Source: an optimization exercise on an open RTL-to-GDS flow (aim: small area). Production flows keep margins and buffers that such runs may drop.
Function was checked by simulation only, so behaviour that the tests miss may differ from the original.
Power and IR drop assume default switching activity.

## motor_ctrl_top
module motor_ctrl_top #(
	parameter int                    NUM_MOTORS      = motor_pkg::DEF_NUM_MOTORS,
	parameter int                    TICK_CYCLES     = motor_pkg::DEF_TICK_CYCLES,
	parameter int                    DEBOUNCE_CYCLES = motor_pkg::DEF_DEBOUNCE_CYCLES,
	parameter logic [NUM_MOTORS-1:0] MIRROR_MASK     = motor_pkg::DEF_MIRROR_MASK
) (
	input  logic                  fpga_clk_50,
	input  logic                  hps_fpga_reset_n,
	input  logic [NUM_MOTORS-1:0] enc_a,
	input  logic [NUM_MOTORS-1:0] enc_b,
	input  logic                  sp_req,
	input  motor_pkg::motor_idx_t sp_motor,
	input  motor_pkg::speed_t     sp_value,
	output logic                  sp_ack,
	output logic [NUM_MOTORS-1:0] pwm,
	output logic [NUM_MOTORS-1:0] dir_a,
	output logic [NUM_MOTORS-1:0] dir_b,
	output logic [NUM_MOTORS*motor_pkg::SPEED_W-1:0] meas_speed    
);
make LEC_CHECK=0 CAP_MARGIN=20 CORE_MARGIN=2 CORE_UTILIZATION=65 CTS_BUF_LIST=sky130_fd_sc_hd__clkbuf_16 CTS_CLUSTER_DIAMETER=100 CTS_CLUSTER_SIZE=28 SLEW_MARGIN=20 finish   # period 12.0 ns
run.sh (not shown) runs the stock make flow with config.mk's settings and CLKGATE_MAP_FILE= SYNTH_SCRIPT=/design/flow/synth_recipe.tcl, a recipe that flattens the netlist after the stock synthesis.
The first run finished clean.
Then changed:
==> flow/flow/run.sh (new file) <==
#!/bin/bash
# The standard layout (the standard.sh, standard synthesis unchanged), with
# the port buffers made of the smallest buffer cell instead of the default.
set -euo pipefail
export BUFFER_PORTS_ARGS="-buffer_cell sky130_fd_sc_hd__buf_1"
bash standard.sh "BUFFER_PORTS_ARGS=-buffer_cell sky130_fd_sc_hd__buf_1" finish > standard_flow.log 2>&1
==> flow/standard.sh (new file) <==
#!/bin/bash
# synth_recipe.tcl (not shown) runs the flow's synth.tcl, then flattens the netlist and writes it again
# the make line also repeats each setting of config.mk as NAME=value (left out here)
make -C /OpenROAD-flow-scripts/flow DESIGN_CONFIG=/design/flow/config.mk WORK_HOME=/design/flow/orfs CLKGATE_MAP_FILE= SYNTH_SCRIPT=/design/flow/synth_recipe.tcl "${@:-finish}"
CTS_BUF_LIST = not set   (was sky130_fd_sc_hd__clkbuf_16)
CTS_CLUSTER_DIAMETER = not set   (was 100)
CTS_CLUSTER_SIZE = not set   (was 28)
removed: flow/run.sh
=>
- first-iteration DRC count goes down by a few percent
- die area is unchanged
- sequential power is about the same
Then changed:
==> flow/run.sh (new file) <==
#!/bin/bash
# synth_recipe.tcl (not shown) runs the flow's synth.tcl, then flattens the netlist and writes it again
# the make line also repeats each setting of config.mk as NAME=value (left out here)
make -C /OpenROAD-flow-scripts/flow DESIGN_CONFIG=/design/flow/config.mk WORK_HOME=/design/flow/orfs CLKGATE_MAP_FILE= SYNTH_SCRIPT=/design/flow/synth_recipe.tcl finish
removed: flow/flow/run.sh
removed: flow/standard.sh
After rerunning:
- hold slack gets better by 0.0044 ns
- clock skew is about the same
- register-to-register slack gets better by 0.15 ns
- cell count hardly moves
- wire length went up by 0.75%
- total power rises by 2.6%
Then changed:
CTS_BUF_LIST = sky130_fd_sc_hd__clkbuf_8   (was not set)
CTS_CLUSTER_SIZE = 20   (was not set)
What happened: Non-clock buffer count is unchanged. Setup slack degrades by 0.049 ns. Synthesized cell count is unchanged. Core utilization shrinks by 0.40 points. Power shrinks by 6.0%. Cell area shrinks by 0.54%. Clock-buffer cell count grows by 43.


Another version of the RTL of motor_ctrl_top (not shown whole).
Size in the first run: roughly 2600 cells after synthesis, ~600 flip-flops, about 150 I/O pins, roughly 28000 um2 of cells after synthesis.
Settings: LEC_CHECK=0, CAP_MARGIN=20, CORE_MARGIN=2, CORE_UTILIZATION=65, CTS_BUF_LIST=sky130_fd_sc_hd__clkbuf_16, CTS_CLUSTER_DIAMETER=100, CTS_CLUSTER_SIZE=26, SLEW_MARGIN=20; clock period 12.0 ns.
Stock flow here: none of the scripts above is used.
Rerun with:
==> flow/flow/run.sh (new file) <==
#!/bin/bash
# The standard layout (the standard.sh, standard synthesis unchanged), with
# the port buffers made of the smallest buffer cell instead of the default.
set -euo pipefail
export BUFFER_PORTS_ARGS="-buffer_cell sky130_fd_sc_hd__buf_1"
bash standard.sh "BUFFER_PORTS_ARGS=-buffer_cell sky130_fd_sc_hd__buf_1" finish > standard_flow.log 2>&1
==> flow/standard.sh (new file) <==
#!/bin/bash
# synth_recipe.tcl (not shown) runs the flow's synth.tcl, then flattens the netlist and writes it again
# the make line also repeats each setting of config.mk as NAME=value (left out here)
make -C /OpenROAD-flow-scripts/flow DESIGN_CONFIG=/design/flow/config.mk WORK_HOME=/design/flow/orfs CLKGATE_MAP_FILE= SYNTH_SCRIPT=/design/flow/synth_recipe.tcl "${@:-finish}"
removed: flow/run.sh
Outcome: Synthesized area does not change; via count stays flat; worst hold slack is worse by 0.0055 ns.


north:
Another version of the RTL of motor_ctrl_top (not shown whole).
Size: ~2500 cells after synthesis, ~600 flip-flops, about 28000 um2 of cells after synthesis.
==> flow/config.mk <==
export PLATFORM = sky130hd
export DESIGN_NAME = motor_ctrl_top
export DESIGN_NICKNAME = motor_ctrl_top
export VERILOG_FILES = /design/flow/design.v
export SDC_FILE = /design/flow/constraint.sdc
export NUM_CORES = 4
export LEC_CHECK = 0
export CAP_MARGIN = 20
export CORE_MARGIN = 2
export CORE_UTILIZATION = 75
export CTS_BUF_LIST = sky130_fd_sc_hd__clkbuf_16
export CTS_CLUSTER_DIAMETER = 100
export CTS_CLUSTER_SIZE = 26
export SLEW_MARGIN = 20
==> flow/constraint.sdc <==
create_clock -name core_clock -period 12.0 [get_ports {fpga_clk_50}]
set_input_delay 2.4000 -clock core_clock [delete_from_list [all_inputs] [get_ports {fpga_clk_50}]]
set_output_delay 2.4000 -clock core_clock [all_outputs]
set_load 0.01 [all_outputs]
standard.sh (not shown) runs the stock make flow with config.mk's settings and CLKGATE_MAP_FILE= SYNTH_SCRIPT=/design/flow/synth_recipe.tcl, a recipe that flattens the netlist after the stock synthesis.
==> flow/flow/run.sh <==
#!/bin/bash
# The standard layout (the standard.sh, standard synthesis unchanged), with
# the port buffers made of the smallest buffer cell instead of the default.
set -euo pipefail
export BUFFER_PORTS_ARGS="-buffer_cell sky130_fd_sc_hd__buf_1"
bash standard.sh "BUFFER_PORTS_ARGS=-buffer_cell sky130_fd_sc_hd__buf_1" finish > standard_flow.log 2>&1
Relative to north, the following input files were edited for south:
diff --git a/flow/config.mk b/flow/config.mk
--- a/flow/config.mk
+++ b/flow/config.mk
@@ -10 +10 @@
-export CORE_UTILIZATION = 75
+export CORE_UTILIZATION = 65
[summary]
south has completed all stages; timing, DRC and antenna checks passed.
Of south and north, north shows the higher non-clock buffer total of the final layout, with south below it.
Of south and north, north shows the higher starting density of the core, with south below it.
The half-perimeter wire length after placement number comes out higher for north vs south.

[port drivers added, routing unchanged]
The results above use ideal ports. As a check the final layouts listed here were re-extracted and re-timed, cells and wires unchanged. Step 1 sets driving cells, clkbuf_16 on the clock port and buf_2 on the other inputs (assumed; they add their load-dependent delay and slew). Step 2 also shifts input and output timing later by t, the mid clock arrival at the registers, as if the neighbouring blocks saw the same clock. a / b / c = ideal ports / drivers / drivers and shift; a / b = the first two.
| run | t (ns) | slack for setup (ns) | worst slew at a driven data input, ns | pins driven straight from the clock port |
|---|---|---|---|---|
| the first run of note 1 | 0.647 | 1.538 / 1.538 / 1.538 | 0.07 | 1 |
| the second run of note 1 | 0.679 | 1.428 / 1.428 / 1.428 | 0.08 | 1 |
| the third run of note 1 | 0.670 | 1.582 / 1.582 / 1.582 | 0.08 | 1 |
| the fourth run of note 1 | 0.726 | 1.533 / 1.533 / 1.533 | 0.07 | 1 |
| the first run of note 2 | 0.647 | 1.246 / 1.246 / 1.246 | 0.07 | 1 |
| the second run of note 2 | 0.649 | 1.428 / 1.428 / 1.428 | 0.08 | 1 |
| north | 0.643 | 0.764 / 0.764 / 0.764 | 0.07 | 1 |
| south | 0.641 | 0.700 / 0.700 / 0.700 | 0.07 | 1 |
After both steps setup and hold are still met in every run listed.
